This is an optimization exercise on Yosys and OpenROAD, whose aim is small area, not a production implementation. Only simulation tests tie the RTL to the original design; equivalence was not proved. Power is estimated from default activity; no workload was simulated.

==> design.v <==
`timescale 1ns/100ps
module job_intake (
  input  logic        clk,
  input  logic        reset,
  input  logic        job_valid,
  output logic        job_ready,
  input  logic [31:0] a_addr,
  input  logic [31:0] b_addr,
  input  logic [31:0] c_addr,
  input  logic [8:0]  matrix_len,
  output logic        done,
  output logic [31:0] job_a_addr,
  output logic [31:0] job_b_addr,
  output logic [31:0] job_c_addr,
  output logic [5:0]  job_k,
  output logic        job_active,
  output logic        job_started,
  input  logic        job_all_done
);
  logic accept;
  logic [15:0] a_hi, b_hi, c_hi;
  logic [5:0]  a_lo;
  logic [15:0] b_lo;
  logic [4:0]  c_lo;
  assign job_ready = !job_active;
  assign accept    = job_valid && job_ready;
  always_ff @(posedge clk) begin
    if (reset) begin
      job_active <= 1'b0;
      done       <= 1'b0;
    end else if (accept) begin
      job_active <= 1'b1;
      done       <= 1'b0;
    end else if (job_active && job_all_done) begin
      job_active <= 1'b0;
      done       <= 1'b1;
    end
  end
  always_ff @(posedge clk) job_started <= !reset && job_active;
  always_ff @(posedge clk) begin
    if (!job_active) begin
      a_hi  <= a_addr[31:16];
      a_lo  <= a_addr[5:0];
      b_hi  <= b_addr[31:16];
      b_lo  <= b_addr[15:0];
      c_hi  <= c_addr[31:16];
      c_lo  <= c_addr[4:0];
      job_k <= matrix_len[8:3];
    end
  end
  assign job_a_addr = {a_hi, 10'b0, a_lo};
  assign job_b_addr = {b_hi, b_lo};
  assign job_c_addr = {c_hi, 11'b0, c_lo};
endmodule
`timescale 1ns/100ps
module a_strip_issuer (
  input  logic        clk,
  input  logic        reset,
  input  logic [31:0] job_a_addr,
  input  logic [9:0]  a_addr_mid,    
  input  logic [5:0]  job_k,
  input  logic [4:0]  job_km1,
  input  logic        job_active,
  input  logic        job_started,
  output logic [1:0]  a_valid,
  input  logic [1:0]  a_ready,
  output logic [63:0] a_strip_addr,
  output logic [31:0] a_repeats,
  output logic [8:0]  a_len
);
  logic [15:0] hi;
  logic        start;
  assign hi    = job_a_addr[31:16];
  assign start = job_active && !job_started;
  assign a_len = {job_k, 3'b0};
  for (genvar r = 0; r < 2; r++) begin : g_row
    logic [4:0]  k;
    logic        fin;
    logic [10:0] s;
    logic        xfer;
    logic        b5;
    assign a_valid[r]  = job_started && !fin;
    assign xfer        = a_valid[r] && a_ready[r];
    assign a_repeats[r*16+:16] = {10'b0, job_k};
    always_ff @(posedge clk) begin
      if (!job_started) begin
        k   <= job_km1;
        fin <= 1'b0;
      end else begin
        k   <= k - 5'(xfer);
        fin <= fin || (xfer && (k == '0));
      end
    end
    if (r == 0) begin : g_even
      assign b5 = job_a_addr[5];
      always_ff @(posedge clk) begin
        if (!job_active)
          s <= {1'b0, a_addr_mid};
        else
          s <= s + (xfer ? 11'(job_k) : 11'd0);
      end
    end else begin : g_odd
      assign b5 = job_a_addr[5] ^ job_k[0];
      always_ff @(posedge clk) begin
        if (!job_active)
          s <= {1'b0, a_addr_mid};
        else
          s <= s + (start ? 11'(job_k[5:1]) : xfer ? 11'(job_k) : 11'd0)
             + 11'(start & job_a_addr[5] & job_k[0]);
      end
    end
    assign a_strip_addr[r*32+:32] = {hi + 16'(s[10]), s[9:0], b5, job_a_addr[4:0]};
  end
endmodule
`timescale 1ns/100ps
module b_strip_issuer (
  input  logic        clk,
  input  logic        reset,
  input  logic [31:0] job_b_addr,
  input  logic [5:0]  job_k,
  input  logic [4:0]  job_km1,
  input  logic        job_active,
  input  logic        job_started,
  output logic [1:0]  b_valid,
  input  logic [1:0]  b_ready,
  output logic [63:0] b_strip_addr,
  output logic [8:0]  b_len
);
  logic [15:0] hi;
  logic        start;
  assign hi    = job_b_addr[31:16];
  assign start = job_active && !job_started;
  assign b_len = {job_k, 3'b0};
  for (genvar c = 0; c < 2; c++) begin : g_col
    logic [4:0]  jj;
    logic [4:0]  ii;
    logic        fin;
    logic [10:0] s;
    logic        xfer;
    logic        wrap;
    logic        restart;
    logic        b5;
    assign b_valid[c] = job_started && !fin;
    assign xfer       = b_valid[c] && b_ready[c];
    assign wrap       = (jj == '0);
    assign restart    = start || (xfer && wrap);
    always_ff @(posedge clk) begin
      if (!job_started) begin
        jj  <= job_km1;
        ii  <= job_km1;
        fin <= 1'b0;
      end else begin
        jj  <= (xfer && wrap) ? job_km1 : jj - 5'(xfer);
        ii  <= ii - 5'(xfer && wrap);
        fin <= fin || (xfer && wrap && (ii == '0));
      end
    end
    if (c == 0) begin : g_even
      assign b5 = job_b_addr[5];
      always_ff @(posedge clk) begin
        if (restart)
          s <= {1'b0, job_b_addr[15:6]};
        else
          s <= s + (xfer ? 11'(job_k) : 11'd0);
      end
    end else begin : g_odd
      assign b5 = job_b_addr[5] ^ job_k[0];
      always_ff @(posedge clk) begin
        s <= (restart ? {1'b0, job_b_addr[15:6]} : s)
             + (restart ? 11'(job_k[5:1]) : xfer ? 11'(job_k) : 11'd0)
             + 11'(restart & job_b_addr[5] & job_k[0]);
      end
    end
    assign b_strip_addr[c*32+:32] = {hi + 16'(s[10]), s[9:0], b5, job_b_addr[4:0]};
  end
endmodule
`timescale 1ns/100ps
module tile_writer_issuer (
  input  logic         clk,
  input  logic         reset,
  input  logic [31:0]  job_c_addr,
  input  logic [10:0]  c_addr_mid,    
  input  logic [5:0]   job_k,
  input  logic [4:0]   job_km1,
  input  logic         job_active,
  input  logic         job_started,
  output logic [3:0]   c_valid,
  input  logic [3:0]   c_ready,
  output logic [127:0] c_tile_addr
);
  logic [15:0] hi;
  logic        start;
  assign hi    = job_c_addr[31:16];
  assign start = job_active && !job_started;
  for (genvar p = 0; p < 4; p++) begin : g_proc
    localparam int R = p / 2;
    localparam int C = p % 2;
    logic [4:0]  jj;
    logic [4:0]  ii;
    logic        fin;
    logic [11:0] s;
    logic        xfer;
    logic        wrap;
    logic        addk;
    logic        cin;
    assign c_valid[p] = job_started && !fin;
    assign xfer       = c_valid[p] && c_ready[p];
    assign wrap       = (jj == '0);
    always_ff @(posedge clk) begin
      if (!job_started) begin
        jj  <= job_km1;
        ii  <= job_km1;
        fin <= 1'b0;
      end else begin
        jj  <= (xfer && wrap) ? job_km1 : jj - 5'(xfer);
        ii  <= ii - 5'(xfer && wrap);
        fin <= fin || (xfer && wrap && (ii == '0));
      end
    end
    assign addk = start ? 1'(R) : (xfer && wrap);
    assign cin  = start ? (1'(C) & job_c_addr[4]) : xfer;
    always_ff @(posedge clk) begin
      if (!job_active)
        s <= {1'b0, c_addr_mid};
      else
        s <= s + (addk ? 12'(job_k) : 12'd0) + 12'(cin);
    end
    assign c_tile_addr[p*32+:32] = {hi + 16'(s[11]), s[10:0], job_c_addr[4] ^ 1'(C), job_c_addr[3:0]};
  end
endmodule
`timescale 1ns/100ps
module completion_tracker (
  input  logic       clk,
  input  logic       reset,
  input  logic [4:0] job_km1,
  input  logic [4:0] job_km1_in,
  input  logic       job_active,
  output logic       job_all_done,
  input  logic [3:0] cpl_valid,
  output logic [3:0] cpl_ready
);
  logic [3:0] lane_done;
  for (genvar p = 0; p < 4; p++) begin : g_writer
    logic [4:0] jj;
    logic [4:0] ii;
    logic       finished;
    logic       hs;
    logic       wrap;
    logic       last;
    assign cpl_ready[p] = job_active && !finished;
    assign hs           = cpl_valid[p] && cpl_ready[p];
    assign wrap         = (jj == '0);
    assign last         = wrap && (ii == '0);
    assign lane_done[p] = finished || (hs && last);
    always_ff @(posedge clk) begin
      if (!job_active) begin
        jj       <= job_km1_in;
        ii       <= job_km1_in;
        finished <= 1'b0;
      end else begin
        jj       <= (hs && wrap) ? job_km1 : jj - 5'(hs);
        ii       <= ii - 5'(hs && wrap);
        finished <= finished || (hs && last);
      end
    end
  end
  assign job_all_done = &lane_done;
endmodule
`timescale 1ns/100ps
module matmul_controller #(
  parameter int N    = 4,
  parameter int ROWS = 2,
  parameter int COLS = 2
) (
  input  logic                    clk,
  input  logic                    reset,
  input  logic                    job_valid,
  output logic                    job_ready,
  input  logic [31:0]             a_addr,
  input  logic [31:0]             b_addr,
  input  logic [31:0]             c_addr,
  input  logic [8:0]              matrix_len,
  output logic                    done,
  output logic [ROWS-1:0]         a_valid,
  input  logic [ROWS-1:0]         a_ready,
  output logic [ROWS*32-1:0]      a_strip_addr,
  output logic [ROWS*16-1:0]      a_repeats,
  output logic [8:0]              a_len,
  output logic [COLS-1:0]         b_valid,
  input  logic [COLS-1:0]         b_ready,
  output logic [COLS*32-1:0]      b_strip_addr,
  output logic [8:0]              b_len,
  output logic [ROWS*COLS-1:0]    c_valid,
  input  logic [ROWS*COLS-1:0]    c_ready,
  output logic [ROWS*COLS*32-1:0] c_tile_addr,
  input  logic [ROWS*COLS-1:0]    cpl_valid,
  output logic [ROWS*COLS-1:0]    cpl_ready
);
  logic [31:0] job_a_addr;
  logic [31:0] job_b_addr;
  logic [31:0] job_c_addr;
  logic [5:0]  job_k;
  logic [4:0]  job_km1;
  logic        job_active;
  logic        job_started;
  logic        job_all_done;
  logic [4:0]  job_km1_in;
  assign job_km1    = 5'(job_k - 1'b1);
  assign job_km1_in = 5'(matrix_len[8:3] - 1'b1);
  job_intake u_intake (
    .clk, .reset, .job_valid, .job_ready, .a_addr, .b_addr, .c_addr, .matrix_len, .done,
    .job_a_addr, .job_b_addr, .job_c_addr, .job_k, .job_active, .job_started, .job_all_done
  );
  a_strip_issuer u_a_issuer (
    .clk, .reset, .job_a_addr, .a_addr_mid(a_addr[15:6]), .job_k, .job_km1, .job_active,
    .job_started, .a_valid, .a_ready, .a_strip_addr, .a_repeats, .a_len
  );
  b_strip_issuer u_b_issuer (
    .clk, .reset, .job_b_addr, .job_k, .job_km1, .job_active, .job_started,
    .b_valid, .b_ready, .b_strip_addr, .b_len
  );
  tile_writer_issuer u_c_issuer (
    .clk, .reset, .job_c_addr, .c_addr_mid(c_addr[15:5]), .job_k, .job_km1, .job_active,
    .job_started, .c_valid, .c_ready, .c_tile_addr
  );
  completion_tracker u_tracker (
    .clk, .reset, .job_km1, .job_km1_in, .job_active, .job_all_done, .cpl_valid, .cpl_ready
  );
endmodule
==> flow/run.sh <==
#!/bin/bash
# Standard synthesis, then its combinational logic remapped for area (registers kept as
# they are), then the standard layout with the smallest buffer on the ports and a
# clock tree of small buffers in large clusters, without dummy clock loads.
set -euo pipefail
W=$(pwd)
F=$W/flow
R=$W/orfs/results/$FLOW_PLATFORM/matmul_controller/base
LIB=$FLOW_HOME/platforms/$FLOW_PLATFORM/lib/sky130_fd_sc_hd__tt_025C_1v80.lib

bash standard.sh synth > $W/standard_synth.log 2>&1

cp $R/1_2_yosys.v $W/standard_1_2_yosys.v
KEEP=$(grep -oE "sky130_fd_sc_hd__[a-z0-9_]+" $W/standard_1_2_yosys.v | sort -u \
  | grep -E "__(s?e?df|dl|sdl|conb)" | tr '\n' ' ')
RESYN_LIB=$LIB RESYN_NET=$W/standard_1_2_yosys.v RESYN_KEEP="$KEEP" \
  RESYN_DONT_USE="$(cat $F/dont_use.txt)" RESYN_SCRIPT=$F/area.abc RESYN_OUT=$W/resyn.v \
  yosys -c $F/resyn.tcl > $W/resyn_yosys.log 2>&1
cp $W/resyn.v $R/1_2_yosys.v
rm -f $R/1_synth.odb $R/1_synth.sdc

bash standard.sh "BUFFER_PORTS_ARGS=-buffer_cell sky130_fd_sc_hd__buf_1" \
  "SKIP_REPAIR_TIE_FANOUT=1" \
  "CTS_ARGS=-sink_clustering_enable -repair_clock_nets -dont_use_dummy_load -buf_list sky130_fd_sc_hd__clkbuf_4 -sink_clustering_size 10 -sink_clustering_max_diameter 40" \
  finish > $W/standard_flow.log 2>&1
==> flow/area.abc <==
strash
balance -l
resub -K 6 -l
rewrite -l
resub -K 6 -N 2 -l
refactor -l
resub -K 8 -l
balance -l
resub -K 8 -N 2 -l
rewrite -l
resub -K 10 -l
rewrite -z -l
resub -K 10 -N 2 -l
balance -l
resub -K 12 -l
refactor -z -l
resub -K 12 -N 2 -l
rewrite -z -l
balance -l
if -K 4 -a
mfs2 -W 4
lutpack
strash
&get -n
&st
&deepsyn -T 60
&put
balance -l
resub -K 6 -l
rewrite -l
resub -K 6 -N 2 -l
refactor -l
resub -K 8 -l
balance -l
resub -K 8 -N 2 -l
rewrite -l
resub -K 10 -l
rewrite -z -l
resub -K 10 -N 2 -l
balance -l
resub -K 12 -l
refactor -z -l
resub -K 12 -N 2 -l
rewrite -z -l
balance -l
dch -f
amap
topo
==> flow/dont_use.txt <==
sky130_fd_sc_hd__lpflow_bleeder_1 sky130_fd_sc_hd__lpflow_clkbufkapwr_1 sky130_fd_sc_hd__lpflow_clkbufkapwr_16 sky130_fd_sc_hd__lpflow_clkbufkapwr_2 sky130_fd_sc_hd__lpflow_clkbufkapwr_4 sky130_fd_sc_hd__lpflow_clkbufkapwr_8 sky130_fd_sc_hd__lpflow_clkinvkapwr_1 sky130_fd_sc_hd__lpflow_clkinvkapwr_16 sky130_fd_sc_hd__lpflow_clkinvkapwr_2 sky130_fd_sc_hd__lpflow_clkinvkapwr_4 sky130_fd_sc_hd__lpflow_clkinvkapwr_8 sky130_fd_sc_hd__lpflow_decapkapwr_12 sky130_fd_sc_hd__lpflow_decapkapwr_3 sky130_fd_sc_hd__lpflow_decapkapwr_4 sky130_fd_sc_hd__lpflow_decapkapwr_6 sky130_fd_sc_hd__lpflow_decapkapwr_8 sky130_fd_sc_hd__lpflow_inputiso0n_1 sky130_fd_sc_hd__lpflow_inputiso0p_1 sky130_fd_sc_hd__lpflow_inputiso1n_1 sky130_fd_sc_hd__lpflow_inputiso1p_1 sky130_fd_sc_hd__lpflow_inputisolatch_1 sky130_fd_sc_hd__lpflow_isobufsrc_1 sky130_fd_sc_hd__lpflow_isobufsrc_16 sky130_fd_sc_hd__lpflow_isobufsrc_2 sky130_fd_sc_hd__lpflow_isobufsrc_4 sky130_fd_sc_hd__lpflow_isobufsrc_8 sky130_fd_sc_hd__lpflow_isobufsrckapwr_16 sky130_fd_sc_hd__lpflow_lsbuf_lh_hl_isowell_tap_1 sky130_fd_sc_hd__lpflow_lsbuf_lh_hl_isowell_tap_2 sky130_fd_sc_hd__lpflow_lsbuf_lh_hl_isowell_tap_4 sky130_fd_sc_hd__lpflow_lsbuf_lh_isowell_4 sky130_fd_sc_hd__lpflow_lsbuf_lh_isowell_tap_1 sky130_fd_sc_hd__lpflow_lsbuf_lh_isowell_tap_2 sky130_fd_sc_hd__lpflow_lsbuf_lh_isowell_tap_4 sky130_fd_sc_hd__probe_p_8 sky130_fd_sc_hd__probec_p_8 
==> flow/resyn.tcl <==
# Remap the combinational logic of the standard synthesis for area; registers, their
# names and their cell types are kept as the standard synthesis made them.
yosys -import
set lib $::env(RESYN_LIB)
set net $::env(RESYN_NET)
read_liberty -ignore_miss_func $lib
read_verilog -defer $net
hierarchy -top $::env(FLOW_TOP)
setattr -mod -set keep_hierarchy 1 {*}$::env(RESYN_KEEP)
flatten
opt -purge
set du {}
foreach c $::env(RESYN_DONT_USE) { lappend du -dont_use $c }
abc -script $::env(RESYN_SCRIPT) -liberty $lib {*}$du -D [expr {int($::env(FLOW_PERIOD_NS) * 1000)}]
opt_clean -purge
hilomap -singleton -hicell sky130_fd_sc_hd__conb_1 HI -locell sky130_fd_sc_hd__conb_1 LO
select $::env(FLOW_TOP)
write_verilog -noattr -nohex -nodec -selected $::env(RESYN_OUT)
==> standard.sh <==
#!/bin/bash
# synth_recipe.tcl (not shown) runs the flow's synth.tcl, then flattens the netlist and writes it again
# the make line also repeats each setting of config.mk as NAME=value (left out here)
make -C /OpenROAD-flow-scripts/flow DESIGN_CONFIG=/design/flow/config.mk WORK_HOME=/design/flow/orfs CLKGATE_MAP_FILE= SYNTH_SCRIPT=/design/flow/synth_recipe.tcl "${@:-finish}"
==> config.mk <==
export PLATFORM = sky130hd
export DESIGN_NAME = matmul_controller
export DESIGN_NICKNAME = matmul_controller
export VERILOG_FILES = /design/flow/design.v
export SDC_FILE = /design/flow/constraint.sdc
export NUM_CORES = 4
export LEC_CHECK = 0
export CAP_MARGIN = 10
export CORE_MARGIN = 2
export CORE_UTILIZATION = 60
export PLACE_DENSITY = 0.7
export SLEW_MARGIN = 10
==> constraint.sdc <==
create_clock -name core_clock -period 6.5 [get_ports {clk}]
set_input_delay 1.3000 -clock core_clock [delete_from_list [all_inputs] [get_ports {clk}]]
set_output_delay 1.3000 -clock core_clock [all_outputs]
set_load 0.01 [all_outputs]
==> reports/qor.yml, run 1 <==
place:
  placed_area_um2: 15700
  pre_cts_slack_ps: 167
  post-dp-hpwl_um: 32100
  io_buffer_count: 410
  gp_congestion: 0.873
sta:
  setup_viol: 0
  hold_ws_ps: 460
  post-route-period-util_pct: 91.5
  hold_violations: 0
  worst_pin_slew_ps: 1170
  setup_slack_ps: 552
  final_max_slew_viol_count: 0
  finalCriticalPeriod_ps: 5950
  max_slew_margin_pct: 21.6
  finalClockSkew_ps: 65.2
  setup_tns_ps: 0
  fmax_ghz: 0.168
  rsz0062_at_grt: "no"
floorplan:
  start_util_pct: 60.8
  die_w_um: 155
  core.rowCount: 55
  ios: 440
  chipHeight_um: 155
  core_um2: 22600
  dieArea_um2: 24100
route:
  drc: 0
  ant_nets: 0
  num_vias: 13700
  vias_per_cell: 5.55
  drt-initial-drc-count: 963
  finalWirelength_um: 41400
  avgRoutedWirePerCell_um: 16.8
  first_pass_iters: 7
worst_hold_path:
  min_from: "u_b_issuer.g_col[1].fin$_SDFF_PN0_"
  min_to: "u_b_issuer.g_col[1].fin$_SDFF_PN0_"
  min-delay-path-class: "reg -> reg"
  hold_depth: 1
critical_path:
  start_kind: "flop"
  r2r-end: "u_b_issuer.g_col[1].s[10]$_DFF_P_"
  required_ps: 5200
  worstPathArrival_ps: 4650
  cpMaxStageDelayCell: "edfxtp_1"
  worst-setup-path-type: "reg -> out"
  r2r_start: "u_intake.job_started$_DFF_P_"
  end_kind: "primary output"
  critical-path-max-stage-delay_ps: 340
  rrSetupSlack_ps: 850
  cp_max_fo: 4
  reg2reg_depth: 34
  crit_top_cell: "nor2_1"
cells_and_area:
  area_growth_pct: 16.8
  final_area_um2: 16000
  n_fill_cell: 1947
  drive_above_1_share_pct: 2.53
  num-nets-final: 2300
clock_network:
  cts_sinks: 298
  cts_root_buf: "clkbuf_4"
  postCtsSetupRepairBufs: 0
  cts_buffers: 41
  cts_buffer_depth: 3
  path_clk_slew_ps: 100
  htree_num_levels: 2
  cts_tree: "yes"
  clkLatencyLatePin_ps: 680
  cts_hold_buf: 0
yosys:
  synth_cells: 1716
  synth_area_um2: 13700
  synth_fp_nets: 1836
  synth_warnings: 5
  avgSynthCellArea_um2: 8.00
run:
  maxCapViolCount: 0
run_status:
  status: "complete, no violations"
global_routing:
  grt_antenna_before_repair: 3
  grt_remaining_overflow: 0
  grt_max_degree: 79
  grt_usage_pct: 33.0
  grt_pass1_vias: 12400
  grt_pass1_wl_um: 62800
power:
  leakage_nw: 5.79
  powerDensity_nw_per_um2: 257
  ir_drop_mv: 0.180
[how the worst max path moves through the flow]
stage	from	to	slack (ps)	cells after the start
detailed placement	c_ready[2]	u_c_issuer.g_proc[2].s[11]$_SDFF_PN0_	170	25
floorplan	u_intake.job_started$_DFF_P_	u_c_issuer.g_proc[3].s[10]$_DFF_P_	480	30
global route	u_intake.b_hi[0]$_DFFE_PN_	b_strip_addr[31]	50	29
CTS	u_intake.b_hi[0]$_DFFE_PN_	b_strip_addr[31]	460	29
finish	u_intake.b_hi[0]$_DFFE_PN_	b_strip_addr[31]	550	29
global placement	c_ready[2]	u_c_issuer.g_proc[2].s[11]$_SDFF_PN0_	470	25
[critical path, delay by kind of cell (launching register included)]
family / cells / cell delay (ps)
buf+inv: 12 / 1290
simple gates: 16 / 2260
flops: 1 / 340
compound gates: 1 / 110
[report_power, final]
group	leakage (nW)	total [mW]	internal [mW]	switching, mW
registers	2.64	2.30	2.14	0.157
logic	2.97	0.945	0.346	0.599
clock network	0.189	0.888	0.291	0.597
total	5.79	4.13	2.77	1.35
[flip-flops by register name, summed over array words and instances (netlist names), 4 cells and up]
name	cells
u_tracker.g_writer.finished	4
u_b_issuer.g_col.s	22
u_intake.c_lo	5
u_intake.b_hi	16
u_a_issuer.g_row.k	10
u_b_issuer.g_col.jj	10
u_tracker.g_writer.ii	20
u_intake.b_lo	16
u_intake.a_hi	16
u_c_issuer.g_proc.ii	20
u_intake.c_hi	16
u_tracker.g_writer.jj	20
u_c_issuer.g_proc.fin	4
u_intake.job_k	6
u_c_issuer.g_proc.jj	20
u_c_issuer.g_proc.s	48
u_b_issuer.g_col.ii	10
u_intake.a_lo	6
u_a_issuer.g_row.s	22
[cell usage in the layout (no fill, tap or decap), types with 12 or more instances in the layout]
master      n
a21o_1     12
edfxtp_1   81
or2_0      53
dfxtp_1   216
a22oi_1    18
o22ai_1    57
nor2b_1    17
a31o_1     46
buf_1     410
nor2_1    303
o21ai_0   111
clkinv_1  255
nor3_1     18
o21a_1     64
a211oi_1   13
a21oi_1   176
clkbuf_4   41
nand2_1   189
[metrics by stage]
| step | instances | utilization (%) | total power [mW] |
|---|---|---|---|
| finish | 2465 | 71.0 | 4.13 |
| global placement | 2422 | 69.6 | 3.23 |
| detailed placement | 2422 | 69.6 | 3.27 |
| floorplan | 1716 | - | 2.91 |
| CTS | 2463 | 71.0 | 4.14 |
| global route | 2465 | 71.0 | 4.34 |
[cell type report]
type	instances	area, um2	share of cell area [%]
tap	285	357	2.22
sequential	298	6780	42.3
multi-input combinational	1162	5990	37.4
timing repair buffer	421	1620	10.1
clock buffer	41	308	1.92
antenna	2	5.00	0.0312
inverter	256	966	6.03
[layer usage]
metal | wire length, um | vias up | track usage, %
met4 | 1530 | 2 | 12.6
met3 | 4300 | 100 | 9.92
met2 | 18600 | 530 | 53.5
met1 | 16900 | 6199 | 41.9
li1 | - | 6846 | -
met5 | 13 | - | 0
[what timing repair did]
action	4_1_cts	5_1_grt
hold endpoints to repair	0	0
setup endpoints to repair	0	1
gates resized for setup	0	1
==> inputs of run 2 (changes only) <==
--- a/flow/area.abc
+++ b/flow/area.abc
@@ -23,6 +23,2 @@
 strash
-&get -n
-&st
-&deepsyn -T 60
-&put
 balance -l
@@ -46,3 +42,3 @@
 dch -f
-amap
+amap -F 10 -A 20 -C 5000 -Q 0 -x
 topo
==> run 2 against run 1 <==
Against the previous run: fmax fell by 0.19%; sequential power barely moved; cell count fell by 0.61%; sequential share of layout area rose by 0.67 points; wire length rose by 10%; largest power group unchanged.
==> reports/qor.yml, run 2 <==
clock_network:
  cts_buffer_depth: 3
  clkLatencyLatePin_ps: 720
  cts_tree: "yes"
  path_clk_slew_ps: 100
  cts_buffers: 43
  postCtsSetupRepairBufs: 0
  cts_sinks: 298
  htree_num_levels: 2
  cts_root_buf: "clkbuf_4"
global_routing:
  grt_pass1_wl_um: 67400
  grt_usage_pct: 36.6
  grt_max_degree: 78
  grt_pass1_vias: 12400
  grt_remaining_overflow: 0
  grt_antenna_before_repair: 8
floorplan:
  die_w_um: 154
  start_util_pct: 61.4
  dieArea_um2: 23600
  chipHeight_um: 154
  ios: 440
  core_um2: 21900
  core.rowCount: 54
critical_path:
  worstPathArrival_ps: 4660
  worst-setup-path-type: "reg -> out"
  end_kind: "primary output"
  required_ps: 5200
  cpMaxStageDelayCell: "edfxtp_1"
  start_kind: "flop"
  critical-path-max-stage-delay_ps: 380
  cp_max_fo: 3
route:
  avgRoutedWirePerCell_um: 18.6
  drc: 0
  num_vias: 13900
  drt-initial-drc-count: 1247
  first_pass_iters: 7
  vias_per_cell: 5.69
  ant_nets: 0
  finalWirelength_um: 45500
cells_and_area:
  area_growth_pct: 17.4
  largest_register_ffs: 48
  finalNonFillerCells: 2450
  regMostFlops: "u_c_issuer.g_proc.s"
  final_cell_mix: "buf_1, nor2_1, dfxtp_1"
  top_regs: "u_c_issuer.g_proc.s (48), u_a_issuer.g_row.s (22), u_b_issuer.g_col.s (22)"
  final_area_um2: 15800
  drive_above_1_share_pct: 2.91
  num-nets-final: 2285
  layout_commonest_cell: "buf_1"
place:
  gp_congestion: 1.02
  post-dp-hpwl_um: 35500
  dp_cells: 2400
  io_buffer_count: 410
  placed_area_um2: 15400
yosys:
  synth_area_um2: 13400
  synth_cells: 1700
  synth_fp_nets: 1820
  synth_warnings: 5
  avgSynthCellArea_um2: 7.91
sta:
  fmax_ghz: 0.168
  hold_violations: 0
  setup_tns_ps: 0
  hold_ws_ps: 452
  worst_pin_slew_ps: 1150
  finalCriticalPeriod_ps: 5960
  post-route-period-util_pct: 91.7
  final_max_slew_viol_count: 0
  max_slew_margin_pct: 22.8
  finalClockSkew_ps: 122
  rsz0062_at_grt: "no"
  setup_viol: 0
power:
  powerDensity_nw_per_um2: 268
  power_mw: 4.23
  leakage_nw: 5.66
  ir_drop_mv: 0.180
worst_hold_path:
  min-delay-path-class: "reg -> reg"
run_status:
  status: "complete, no violations"
run:
  maxCapViolCount: 0
run 2: worst max-delay path, delay by kind of cell, from the launching register on:
| family | cells | cell delay [ps] |
|---|---|---|
| AO/OA/AOI/OAI | 1 | 130 |
| buffers and inverters | 12 | 1350 |
| flip-flops | 1 | 380 |
| AND/OR/NAND/NOR | 16 | 2150 |
run 2: repair_timing:
item | in CTS | in global routing
setup endpoints to repair | 0 | 4
gates resized for setup | 0 | 9
hold buffers | 0 | 0
run 2: final cells by class:
class,instances,area (um2)
inverters,196,741
repair buffers,420,1610
fillers,1788,6120
clock buffers,43,323
flip-flops and latches,298,6780
diodes,7,17.5
multi-input cells,1206,5950
well taps,280,350
run 2: final timing paths:
check / start / depth (start not counted) / slack [ps] / endpoint
max reg2reg: u_intake.job_started$_DFF_P_ / 37 / 890 / u_c_issuer.g_proc[0].s[10]$_DFF_P_
min: u_c_issuer.g_proc[1].fin$_SDFF_PN0_ / 2 / 450 / u_c_issuer.g_proc[1].fin$_SDFF_PN0_
min reg2reg: u_c_issuer.g_proc[1].fin$_SDFF_PN0_ / 2 / 450 / u_c_issuer.g_proc[1].fin$_SDFF_PN0_
max: u_intake.b_hi[0]$_DFFE_PN_ / 29 / 540 / b_strip_addr[31]
run 2: routing by layer:
layer	global-route usage (%)	vias up	share of wire [%]
met5	0	-	0
met4	18.6	0	5.0
met3	7.89	142	9.9
met2	59.6	673	47
met1	46.3	6251	39
li1	-	6870	-
run 2: report_power, final:
part | switching, mW | leakage (nW) | internal (mW)
combinational | 0.670 | 2.83 | 0.344
sequential | 0.160 | 2.64 | 2.14
clock | 0.612 | 0.198 | 0.304
total | 1.44 | 5.66 | 2.79
run 2: per-stage QoR:
stage / worst slack [ps] / utilization [%]
5_1_grt: 10.6 / 72.0
3_3_place_gp: 1040 / 70.4
6_report: 541 / 72.0
4_1_cts: 305 / 71.9
2_1_floorplan: 864 / -
3_5_place_dp: 903 / 70.4
==> inputs of run 3 (changes only) <==
--- a/config.mk
+++ b/config.mk
@@ -9,4 +9,4 @@
 export CORE_MARGIN = 2
-export CORE_UTILIZATION = 60
-export PLACE_DENSITY = 0.7
+export CORE_UTILIZATION = 50
+export PLACE_DENSITY = 0.65
 export SLEW_MARGIN = 10
==> run 3 against run 2 <==
Against the previous run: highest routed layer unchanged; power decreased by 0.66%; critical endpoint unchanged; fmax up 1.6%; via count shrank 3.1%; still clean on timing, DRC and antenna; combinational power about the same; die area is 19% higher; wire length down 5.6%; worst setup slack better by 95 ps; cell count up 2.5%; clock skew decreased by 48 ps; largest cell class unchanged.
==> reports/qor.yml, run 3 <==
critical_path:
  reg2reg_depth: 39
  start_kind: "flop"
  critPathTopFamily: "simple AND/OR/NAND/NOR gates"
  cp_max_fo: 3
  required_ps: 5200
  worst-path-buf-inv: 12
  cpMaxStageDelayCell: "edfxtp_1"
  worstPathArrival_ps: 4560
  rrSetupSlack_ps: 930
  critical-path-max-stage-delay_ps: 380
  worst-setup-path-type: "reg -> out"
  r2r_start: "u_intake.job_started$_DFF_P_"
  cp-endpoint: "b_strip_addr[31]"
  cp.depth: 29
  crit_top_cell: "clkinv_1"
  end_kind: "primary output"
  cp-startpoint: "u_intake.b_hi[0]$_DFFE_PN_"
  r2r-end: "u_c_issuer.g_proc[2].s[11]$_SDFF_PN0_"
route:
  drt-initial-drc-count: 689
  finalWirelength_um: 43000
  first_pass_iters: 5
  ant_nets: 0
  num_vias: 13500
  vias_per_cell: 5.38
  avgRoutedWirePerCell_um: 17.1
  drc: 0
sta:
  setup_tns_ps: 0
  post-route-period-util_pct: 90.2
  rsz0062_at_grt: "no"
  setup_viol: 0
  hold_violations: 0
  finalClockSkew_ps: 74.2
  worst_pin_slew_ps: 1120
  final_max_slew_viol_count: 0
  fmax_ghz: 0.171
  finalCriticalPeriod_ps: 5860
  hold_ws_ps: 458
  max_slew_margin_pct: 25.0
clock_network:
  cts_repair_resize_count: 0
  htree_num_levels: 2
  cts_tree: "yes"
  clkLatencyLatePin_ps: 680
  cts_hold_buf: 0
  cts_root_buf: "clkbuf_4"
  postCtsSetupRepairBufs: 0
  cts_sinks: 298
  cts_buffer_depth: 3
  cts_buffers: 44
  path_clk_slew_ps: 100
cells_and_area:
  regMostFlops: "u_c_issuer.g_proc.s"
  num-nets-final: 2288
  n_fill_cell: 2621
  final_core_util_pct: 59.5
  area_growth_pct: 17.9
  final_cell_mix: "buf_1, nor2_1, dfxtp_1"
  layout_commonest_cell: "buf_1"
  drive_above_1_share_pct: 2.82
  largest_register_ffs: 48
  top_regs: "u_c_issuer.g_proc.s (48), u_a_issuer.g_row.s (22), u_b_issuer.g_col.s (22)"
floorplan:
  chipHeight_um: 168
  start_util_pct: 50.4
  dieArea_um2: 28200
  core_um2: 26700
  die_w_um: 168
  ios: 440
  core.rowCount: 60
place:
  gp_congestion: 0.888
  io_buffer_count: 410
  post-dp-hpwl_um: 33600
global_routing:
  grt_max_degree: 71
  grt_antenna_before_repair: 3
  grt_pass1_vias: 12200
  grt_pass1_wl_um: 64900
  grt_remaining_overflow: 0
  grt_usage_pct: 29.4
yosys:
  synth_warnings: 5
  synth_fp_nets: 1820
  avgSynthCellArea_um2: 7.91
  synth_area_um2: 13400
  synth_cells: 1700
power:
  ir_drop_mv: 0.152
  powerDensity_nw_per_um2: 265
  leakage_nw: 5.67
run:
  maxCapViolCount: 0
worst_hold_path:
  min-delay-path-class: "reg -> reg"
run_status:
  status: "complete, no violations"
[run 3: changes by cell type in the layout (fill, tap and decap cells not counted), sizes merged]
cell and delta:
buf +2, clkbuf +1, clkinv +1, diode -3, inv -1
[run 3: layout make-up]
class	count	area, um2	share of cell area [%]
flip-flops and latches	298	6780	42.8
inverters	196	741	4.67
multi-input cells	1206	5940	37.5
well taps	341	427	2.69
repair buffers	422	1630	10.3
diodes	4	10.0	0.0632
clock buffers	44	330	2.08
[run 3: worst reg2reg max path, delay by kind of cell, from the launching register on]
kind            cells  cell delay, ps
compound gates      4             660
buf+inv            11            1520
flops               1             320
simple gates       24            2970
[run 3: power by group]
group          leakage [nW]  switching (mW)  internal [mW]  total [mW]
registers              2.64           0.159           2.14        2.30
clock network         0.202           0.602          0.311       0.913
logic                  2.84           0.645          0.345       0.990
[run 3: layer usage]
layer | routed length, um | GRT usage (%) | up-vias
met3 | 2630 | 5.85 | 119
met4 | 2280 | 14.9 | 0
met2 | 20200 | 49.7 | 392
met1 | 17800 | 35.8 | 6133
met5 | 0 | 0 | -
li1 | - | - | 6864
[run 3: how the worst min path moves through the flow]
stage	startpoint	depth (start not counted)	slack (ps)	to
after detailed placement	u_c_issuer.g_proc[1].fin$_SDFF_PN0_	2	450	u_c_issuer.g_proc[1].fin$_SDFF_PN0_
after floorplan	u_c_issuer.g_proc[1].fin$_SDFF_PN0_	2	420	u_c_issuer.g_proc[1].fin$_SDFF_PN0_
after CTS	u_c_issuer.g_proc[1].fin$_SDFF_PN0_	2	460	u_c_issuer.g_proc[1].fin$_SDFF_PN0_
after global placement	u_c_issuer.g_proc[1].fin$_SDFF_PN0_	2	430	u_c_issuer.g_proc[1].fin$_SDFF_PN0_
after global routing	u_c_issuer.g_proc[1].fin$_SDFF_PN0_	2	490	u_c_issuer.g_proc[1].fin$_SDFF_PN0_
final	u_c_issuer.g_proc[1].fin$_SDFF_PN0_	2	460	u_c_issuer.g_proc[1].fin$_SDFF_PN0_
[run 3: per-stage QoR]
step,setup WS (ps),area [um2],power [mW],std cells
2_1_floorplan,864,13400,2.94,1700
3_3_place_gp,965,15500,3.30,2463
3_5_place_dp,809,15500,3.33,2463
4_1_cts,489,15800,4.24,2507
5_1_grt,6.36,15800,4.45,2510
6_report,636,15900,4.21,2511
==> inputs of run 4 (changes only) <==
--- a/config.mk
+++ b/config.mk
@@ -9,4 +9,4 @@
 export CORE_MARGIN = 2
-export CORE_UTILIZATION = 50
-export PLACE_DENSITY = 0.65
+export CORE_UTILIZATION = 67
+export PLACE_DENSITY = 0.75
 export SLEW_MARGIN = 10
==> run 4 against run 3 <==
Against the previous run: combinational power increased by 4%; synthesized area unchanged; global-route usage increased by 13 points; clock skew increased by 42 ps; highest routed layer is now met5; sequential power about the same; register-to-register slack got worse by 240 ps; critical path depth unchanged; cell area decreased by 0.52%; critical path type unchanged; utilization increased by 21 points; clock-buffer cell count decreased by 3; non-clock buffer count decreased by 1.
==> reports/qor.yml, run 4 <==
run_status:
  status: "complete, no violations"
clock_network:
  clkLatencyLatePin_ps: 720
  cts_buffers: 41
  cts_sinks: 298
  path_clk_slew_ps: 100
  cts_root_buf: "clkbuf_4"
  htree_num_levels: 2
  cts_tree: "yes"
  cts_hold_buf: 0
  cts_buffer_depth: 3
route:
  num_vias: 14600
  drc: 0
  avgRoutedWirePerCell_um: 19.5
  vias_per_cell: 6.02
  finalWirelength_um: 47400
  first_pass_iters: 6
  ant_nets: 0
  drt-initial-drc-count: 1631
global_routing:
  grt_use_met3_pct: 10.9
  met1_usage_pct: 53.4
  grt_usage_pct: 42.4
  top_usage_layer: "met2"
  grt_antenna_before_repair: 6
  grt_pass1_wl_um: 69900
  grt_remaining_overflow: 0
  grtUsageMet2_pct: 68.9
  grt_max_degree: 97
  grt_pass1_vias: 12900
cells_and_area:
  area_growth_pct: 17.3
  final_cell_mix: "buf_1, nor2_1, dfxtp_1"
  finalNonFillerCells: 2431
  final_area_um2: 15800
  regMostFlops: "u_c_issuer.g_proc.s"
  regArea_um2: 6780
  top_regs: "u_c_issuer.g_proc.s (48), u_a_issuer.g_row.s (22), u_b_issuer.g_col.s (22)"
  layout_commonest_cell: "buf_1"
  num-nets-final: 2284
  largest_register_ffs: 48
  n_fill_cell: 1352
  drive_above_1_share_pct: 3.10
  multi_input_area_um2: 5970
sta:
  worst_pin_slew_ps: 1210
  finalClockSkew_ps: 117
  hold_violations: 0
  fmax_ghz: 0.162
  setup_viol: 0
  final_max_slew_viol_count: 0
  max_slew_margin_pct: 18.7
  setup_tns_ps: 0
  finalCriticalPeriod_ps: 6190
  hold_ws_ps: 461
  post-route-period-util_pct: 95.3
yosys:
  synth_warnings: 5
  synth_area_um2: 13400
  synth_fp_nets: 1820
  synth_cells: 1700
  avgSynthCellArea_um2: 7.91
place:
  post-dp-hpwl_um: 37000
  io_buffer_count: 410
  dp_cells: 2386
  placed_area_um2: 15400
  gp_congestion: 1.06
power:
  power_mw: 4.24
  powerDensity_nw_per_um2: 269
  ir_drop_mv: 0.215
  leakage_nw: 5.67
critical_path:
  crit_top_cell: "clkinv_1"
  end_kind: "primary output"
  required_ps: 5200
  critical-path-max-stage-delay_ps: 360
  worst-setup-path-type: "reg -> out"
  cp_max_fo: 3
  cpMaxStageDelayCell: "edfxtp_1"
  start_kind: "flop"
  worstPathArrival_ps: 4890
  worst-path-buf-inv: 12
  critPathTopFamily: "simple AND/OR/NAND/NOR gates"
floorplan:
  start_util_pct: 68.6
  chipHeight_um: 146
  dieArea_um2: 21200
  core_um2: 19600
  die_w_um: 146
  ios: 440
  core.rowCount: 51
worst_hold_path:
  min-delay-path-class: "reg -> reg"
run:
  maxCapViolCount: 0
==> run 4: through the flow <==
step | util (%) | setup WS, ps
after floorplan | - | 864
after global placement | 78.6 | 1000
after detailed placement | 78.6 | 677
after CTS | 80.2 | 26.0
after global routing | 80.5 | -90.0
final | 80.5 | 308
==> run 4: power by group <==
part / switching, mW / leakage (nW) / total, mW / internal [mW]
logic: 0.681 / 2.85 / 1.03 / 0.346
clock network: 0.604 / 0.189 / 0.894 / 0.290
registers: 0.174 / 2.64 / 2.32 / 2.14
total: 1.46 / 5.67 / 4.24 / 2.78
==> run 4: final cells by class <==
| cell class | count | share of cell area [%] |
|---|---|---|
| repair buffers | 421 | 10.3 |
| multi-input cells | 1206 | 37.9 |
| well taps | 265 | 2.10 |
| inverters | 196 | 4.70 |
| clock buffers | 41 | 1.95 |
| flip-flops and latches | 298 | 43.0 |
| diodes | 4 | 0.0635 |
==> run 4: metal layers <==
metal	part of all wire [%]	wire, um
met1	37	17500
met2	46	21900
met3	11	5410
met4	5.2	2450
met5	0.23	109
==> run 4: worst reg2reg max path: cells and delay by family, from the launching register on <==
kind	cells	cell delay, ps
flops	1	340
buf+inv	12	1520
simple gates	24	3110
compound gates	4	680
==> run 4: path summary, 6_finish.rpt <==
check / start / to / slack, ps / cells after the start
worst max-delay path: u_intake.b_hi[0]$_DFFE_PN_ / b_strip_addr[31] / 310 / 29
worst min-delay path: u_c_issuer.g_proc[1].fin$_SDFF_PN0_ / u_c_issuer.g_proc[1].fin$_SDFF_PN0_ / 460 / 2
worst max register to register: u_intake.job_started$_DFF_P_ / u_c_issuer.g_proc[2].s[11]$_SDFF_PN0_ / 690 / 40
worst min register to register: u_c_issuer.g_proc[1].fin$_SDFF_PN0_ / u_c_issuer.g_proc[1].fin$_SDFF_PN0_ / 460 / 2
==> run 4: timing repair <==
item                       4_1_cts  5_1_grt
buffers inserted                 0        0
gates resized for setup          0       18
setup endpoints to repair        0        7
==> inputs of run 5 (changes only) <==
--- a/design.v
+++ b/design.v
@@ -61,3 +61,3 @@
   input  logic [5:0]  job_k,
-  input  logic [4:0]  job_km1,
+  input  logic [4:0]  job_km1_in,
   input  logic        job_active,
@@ -85,4 +85,4 @@
     always_ff @(posedge clk) begin
-      if (!job_started) begin
-        k   <= job_km1;
+      if (!job_active) begin
+        k   <= job_km1_in;
         fin <= 1'b0;
@@ -121,2 +121,3 @@
   input  logic [4:0]  job_km1,
+  input  logic [4:0]  job_km1_in,
   input  logic        job_active,
@@ -147,5 +148,5 @@
     always_ff @(posedge clk) begin
-      if (!job_started) begin
-        jj  <= job_km1;
-        ii  <= job_km1;
+      if (!job_active) begin
+        jj  <= job_km1_in;
+        ii  <= job_km1_in;
         fin <= 1'b0;
@@ -184,2 +185,3 @@
   input  logic [4:0]   job_km1,
+  input  logic [4:0]   job_km1_in,
   input  logic         job_active,
@@ -209,5 +211,5 @@
     always_ff @(posedge clk) begin
-      if (!job_started) begin
-        jj  <= job_km1;
-        ii  <= job_km1;
+      if (!job_active) begin
+        jj  <= job_km1_in;
+        ii  <= job_km1_in;
         fin <= 1'b0;
@@ -314,3 +316,3 @@
   a_strip_issuer u_a_issuer (
-    .clk, .reset, .job_a_addr, .a_addr_mid(a_addr[15:6]), .job_k, .job_km1, .job_active,
+    .clk, .reset, .job_a_addr, .a_addr_mid(a_addr[15:6]), .job_k, .job_km1_in, .job_active,
     .job_started, .a_valid, .a_ready, .a_strip_addr, .a_repeats, .a_len
@@ -318,3 +320,3 @@
   b_strip_issuer u_b_issuer (
-    .clk, .reset, .job_b_addr, .job_k, .job_km1, .job_active, .job_started,
+    .clk, .reset, .job_b_addr, .job_k, .job_km1, .job_km1_in, .job_active, .job_started,
     .b_valid, .b_ready, .b_strip_addr, .b_len
@@ -322,3 +324,3 @@
   tile_writer_issuer u_c_issuer (
-    .clk, .reset, .job_c_addr, .c_addr_mid(c_addr[15:5]), .job_k, .job_km1, .job_active,
+    .clk, .reset, .job_c_addr, .c_addr_mid(c_addr[15:5]), .job_k, .job_km1, .job_km1_in, .job_active,
     .job_started, .c_valid, .c_ready, .c_tile_addr
--- a/flow/area.abc
+++ b/flow/area.abc
@@ -23,2 +23,6 @@
 strash
+&get -n
+&st
+&deepsyn -T 60
+&put
 balance -l
@@ -42,3 +46,3 @@
 dch -f
-amap -F 10 -A 20 -C 5000 -Q 0 -x
+amap
 topo
--- a/config.mk
+++ b/config.mk
@@ -9,4 +9,4 @@
 export CORE_MARGIN = 2
-export CORE_UTILIZATION = 67
-export PLACE_DENSITY = 0.75
+export CORE_UTILIZATION = 60
+export PLACE_DENSITY = 0.7
 export SLEW_MARGIN = 10
==> run 5 against run 4 <==
Against the previous run: wire length fell by 9.7%; die area increased by 13%; sequential power is essentially flat; clock power up 2%.
==> reports/qor.yml, run 5 <==
run_status:
  status: "complete, no violations"
place:
  pre_cts_slack_ps: 84.6
  io_buffer_count: 410
  post-dp-hpwl_um: 31900
  gp_congestion: 0.940
route:
  ant_nets: 0
  drt-initial-drc-count: 1271
  finalWirelength_um: 42900
  num_vias: 13800
  first_pass_iters: 6
  drc: 0
  avgRoutedWirePerCell_um: 17.4
  vias_per_cell: 5.61
sta:
  setup_slack_ps: 360
  final_max_slew_viol_count: 0
  finalClockSkew_ps: 101
  setup_viol: 0
  worst_pin_slew_ps: 1200
  finalCriticalPeriod_ps: 6140
  post-route-period-util_pct: 94.5
  fmax_ghz: 0.163
  max_slew_margin_pct: 19.6
  hold_violations: 0
power:
  switchingPower_mw: 1.44
  p_sw_share_pct: 34.0
  combPwrFrac_pct: 24.5
  seq_power_share_pct: 54.0
  p_int_mw: 2.80
  ir_drop_mv: 0.182
  clkPwrFrac_pct: 21.5
  powerDensity_nw_per_um2: 265
  leakage_nw: 5.94
yosys:
  synth_cells: 1710
  synth_warnings: 5
  avgSynthCellArea_um2: 7.96
  synth_fp_nets: 1830
  synth_area_um2: 13600
critical_path:
  worstPathArrival_ps: 4840
  reg2reg_depth: 36
  r2r_start: "u_intake.job_started$_DFF_P_"
  crit_top_cell: "clkinv_1"
  cp-startpoint: "u_intake.b_hi[0]$_DFFE_PN_"
  critical-path-max-stage-delay_ps: 340
  end_kind: "primary output"
  worst-setup-path-type: "reg -> out"
  cpMaxStageDelayCell: "edfxtp_1"
  cp_max_fo: 4
  start_kind: "flop"
  required_ps: 5200
worst_hold_path:
  min-delay-path-class: "reg -> reg"
  hold_depth: 1
  min_from: "u_a_issuer.g_row[1].s[10]$_SDFF_PN0_"
cells_and_area:
  regMostFlops: "u_c_issuer.g_proc.s"
  drive_above_1_share_pct: 3.17
  layout_commonest_cell: "buf_1"
  largest_register_ffs: 48
  final_core_util_pct: 71.3
  num-nets-final: 2299
  final_cell_mix: "buf_1, nor2_1, nand2_1"
  top_regs: "u_c_issuer.g_proc.s (48), u_a_issuer.g_row.s (22), u_b_issuer.g_col.s (22)"
  area_growth_pct: 17.5
clock_network:
  cts_sinks: 298
  clkLatencyLatePin_ps: 720
  path_clk_slew_ps: 100
  cts_tree: "yes"
  cts_buffers: 42
  htree_num_levels: 2
  cts_root_buf: "clkbuf_4"
  cts_buffer_depth: 3
run:
  maxCapViolCount: 0
floorplan:
  chipHeight_um: 155
  dieArea_um2: 23900
  die_w_um: 155
  core.rowCount: 55
  core_um2: 22400
  start_util_pct: 60.7
  ios: 440
global_routing:
  grt_remaining_overflow: 0
  grt_antenna_before_repair: 2
  grt_pass1_vias: 12300
  grt_usage_pct: 34.4
  grt_pass1_wl_um: 64800
  grt_max_degree: 165
run 5: what timing repair did:
action,4_1_cts,5_1_grt
setup endpoints to repair,0,10
hold buffers,0,0
gates resized for setup,0,13
buffers inserted,0,2
run 5: through the flow:
stage                     instance area (um2)  std cells  setup TNS [ps]  power [mW]  hold WS, ps
after floorplan                         13600       1710               0        2.96          433
after global placement                  15600       2418               0        3.31          444
after detailed placement                15600       2418               0        3.35          452
after CTS                               15900       2460               0        4.23          461
after global routing                    16000       2464            -148        4.47          498
final                                   16000       2465               0        4.24          458
run 5: final timing paths:
check	endpoint	slack, ps
worst max-delay path	b_strip_addr[31]	360
worst min register to register	u_a_issuer.g_row[1].s[10]$_SDFF_PN0_	460
worst min-delay path	u_a_issuer.g_row[1].s[10]$_SDFF_PN0_	460
worst max register to register	u_c_issuer.g_proc[2].s[10]$_DFF_P_	690
run 5: per-layer routing:
| metal | GRT usage, % | up-vias | share of wire [%] | wire [um] |
|---|---|---|---|---|
| met5 | 0 | - | 0 | 0 |
| li1 | - | 6861 | - | - |
| met3 | 9.92 | 110 | 9.5 | 4070 |
| met4 | 17.2 | 0 | 4.4 | 1890 |
| met1 | 41.9 | 6305 | 39 | 16900 |
| met2 | 56.1 | 550 | 47 | 20000 |
run 5: power by group through the flow:
stage	combinational, mW	sequential, mW	clock (mW)
2_1_floorplan	0.588	2.37	0
3_3_place_gp	0.989	2.32	0
3_5_place_dp	1.02	2.33	0
4_1_cts	1.03	2.29	0.921
5_1_grt	1.15	2.32	0.995
6_report	1.04	2.29	0.913
run 5: area by class of cell:
class,count,area [um2]
flip-flops and latches,298,6780
fillers,1894,6430
multi-input cells,1255,6280
repair buffers,425,1660
inverters,157,598
well taps,285,357
clock buffers,42,315
diodes,3,7.51
run 5: critical path, delay by kind of cell (launching register included):
family                 cells  cell delay, ps
AND/OR/NAND/NOR           16            2190
buffers and inverters     12            1500
flip-flops                 1             340
AO/OA/AOI/OAI              1             110
==> inputs of run 6 (changes only) <==
==> flow/area.abc (replaced) <==
strash
&get -n
&st
&deepsyn -T 60
&put
balance -l
resub -K 6 -l
rewrite -l
resub -K 6 -N 2 -l
refactor -l
resub -K 8 -l
balance -l
resub -K 8 -N 2 -l
rewrite -l
resub -K 10 -l
rewrite -z -l
resub -K 10 -N 2 -l
balance -l
resub -K 12 -l
refactor -z -l
resub -K 12 -N 2 -l
rewrite -z -l
balance -l
dch -f
amap
topo
==> run 6 against run 5 <==
Against the previous run: hold slack improved by 6.0 ps; cell area grew 0.47%; sequential power about the same; global-route usage up 0.31 points; register-to-register slack better by 90 ps; wire length grew 1.5%; fmax up 3.1%; synthesized cell count up 1.7%; utilization rose by 0.12 points; clock-buffer cell count is 2 lower; clock power fell by 4.3%; largest power group unchanged.
==> reports/qor.yml, run 6 <==
global_routing:
  grt_max_degree: 82
  grt_pass1_vias: 12700
  grt_remaining_overflow: 0
  grt_antenna_before_repair: 3
  grt_usage_pct: 34.7
  grt_pass1_wl_um: 65700
cells_and_area:
  top_regs: "u_c_issuer.g_proc.s (48), u_a_issuer.g_row.s (22), u_b_issuer.g_col.s (22)"
  final_cell_mix: "buf_1, nor2_1, nand2_1"
  multi_input_area_um2: 6230
  regArea_um2: 6780
  drive_above_1_share_pct: 3.31
  n_fill_cell: 1939
  area_growth_pct: 17.7
  regMostFlops: "u_c_issuer.g_proc.s"
  layout_commonest_cell: "buf_1"
  num-nets-final: 2330
  largest_register_ffs: 48
critical_path:
  r2r_start: "u_intake.job_started$_DFF_P_"
  required_ps: 5200
  cpMaxStageDelayCell: "edfxtp_1"
  end_kind: "primary output"
  critical-path-max-stage-delay_ps: 350
  start_kind: "flop"
  worstPathArrival_ps: 4660
  cp_max_fo: 4
  crit_top_cell: "nor2_1"
  cp-startpoint: "u_intake.b_hi[0]$_DFFE_PN_"
  worst-setup-path-type: "reg -> out"
yosys:
  synth_warnings: 5
  avgSynthCellArea_um2: 7.86
  synth_cells: 1739
  synth_fp_nets: 1859
  synth_area_um2: 13700
place:
  gp_congestion: 1.09
  post-dp-hpwl_um: 32600
  io_buffer_count: 410
  pre_cts_slack_ps: -18.3
clock_network:
  cts_buffer_depth: 3
  clkLatencyLatePin_ps: 660
  cts_hold_buf: 0
  cts_root_buf: "clkbuf_4"
  cts_tree: "yes"
  cts_buffers: 40
  path_clk_slew_ps: 110
  cts_sinks: 298
  htree_num_levels: 2
route:
  drt-initial-drc-count: 1208
  num_vias: 14000
  ant_nets: 0
  drc: 0
  avgRoutedWirePerCell_um: 17.4
  first_pass_iters: 6
  finalWirelength_um: 43500
  vias_per_cell: 5.61
sta:
  rsz0062_at_grt: "no"
  finalClockSkew_ps: 44.3
  worst_pin_slew_ps: 1270
  hold_violations: 0
  post-route-period-util_pct: 91.6
  setup_viol: 0
  max_slew_margin_pct: 15.6
  fmax_ghz: 0.168
  setup_tns_ps: 0
  finalCriticalPeriod_ps: 5960
  setup_slack_ps: 544
  final_max_slew_viol_count: 0
floorplan:
  dieArea_um2: 24000
  core_um2: 22500
  core.rowCount: 55
  die_w_um: 155
  start_util_pct: 60.7
  chipHeight_um: 155
  ios: 440
worst_hold_path:
  min-delay-path-class: "reg -> reg"
  min_from: "u_b_issuer.g_col[0].s[10]$_SDFF_PP0_"
run:
  maxCapViolCount: 0
power:
  leakage_nw: 5.93
  powerDensity_nw_per_um2: 258
  ir_drop_mv: 0.173
run_status:
  status: "complete, no violations"
run 6: final cells by class:
| class | count | area share (%) |
|---|---|---|
| Timing Repair Buffer | 429 | 10.5 |
| Inverter | 188 | 4.47 |
| Clock buffer | 40 | 1.87 |
| Antenna cell | 3 | 0.0467 |
| Tap cell | 285 | 2.22 |
| Multi-Input combinational cell | 1253 | 38.7 |
| Sequential cell | 298 | 42.2 |
run 6: where the power goes:
part / internal [mW] / switching (mW)
clock: 0.284 / 0.590
combinational: 0.349 / 0.642
sequential: 2.13 / 0.147
run 6: path summary, 6_finish.rpt:
kind / end / slack (ps) / depth (start not counted)
worst max-delay path: b_strip_addr[31] / 540 / 29
worst min-delay path: u_b_issuer.g_col[0].s[10]$_SDFF_PP0_ / 460 / 1
worst max register to register: u_c_issuer.g_proc[3].s[11]$_SDFF_PN0_ / 780 / 38
worst min register to register: u_b_issuer.g_col[0].s[10]$_SDFF_PP0_ / 460 / 1
run 6: stage by stage:
step	std cells	cell area [um2]	hold slack, ps	utilization, %	total power [mW]
finish	2496	16100	464	71.4	4.14
global route	2495	16100	501	71.4	4.35
CTS	2491	16000	467	71.2	4.14
global placement	2451	15700	446	69.8	3.24
detailed placement	2451	15700	452	69.8	3.29
floorplan	1739	13700	433	-	2.91
run 6: routing by layer:
metal	vias up	share of wire, %	global-route usage, %	wire, um
met3	168	9.0	8.27	3930
met2	623	47	58.4	20400
met4	4	5.3	17.2	2310
met1	6330	38	41.7	16700
li1	6887	-	-	-
met5	-	0.25	2.90	108
run 6: repair_timing:
item / in CTS / in global routing
buffers inserted: 0 / 1
gates resized for setup: 0 / 15
setup endpoints to repair: 0 / 5
run 6: critical path, delay by kind of cell, from the launching register on:
kind | cells | cell delay, ps
AND/OR/NAND/NOR | 16 | 2270
buffers and inverters | 12 | 1300
flip-flops | 1 | 350
AO/OA/AOI/OAI | 1 | 110

[what the ideal ports hide]
The flow's constraints put no driver on any port. The routed layouts listed below were extracted and timed again, unchanged, in two steps. Step 1 (the two cells are an assumption about what drives the block):
set clk [get_ports {clk}]
set_driving_cell -lib_cell sky130_fd_sc_hd__clkbuf_16 $clk
set_driving_cell -lib_cell sky130_fd_sc_hd__buf_2 [delete_from_list [all_inputs] $clk]
Step 2 times the ports against the registers' clock, not the clock port: input delays grow and output delays shrink by t, the midpoint of the rising clock arrivals with the driver on. Three values: no drivers, after step 1, after step 2; two values: the first two.
run	shift t [ns]	slack for setup (ns)	worst setup path at the end	clock arrival spread, ns
run 1	0.683	0.552 / 0.515 / 0.131	input to register	0.069 / 0.070
run 2	0.710	0.541 / 0.494 / 0.718	input to register	0.122 / 0.123
run 3	0.690	0.636 / 0.588 / 0.778	input to register	0.081 / 0.082
run 4	0.698	0.308 / 0.269 / 0.385	input to register	0.121 / 0.121
run 5	0.712	0.360 / 0.313 / 0.026	input to register	0.110 / 0.110
run 6	0.680	0.544 / 0.496 / 0.130	input to register	0.052 / 0.051
After both steps every run listed still meets setup and hold. The setup slack of run 1, which loses most, moves by -0.037 ns with the drivers and by -0.421 ns with both steps.
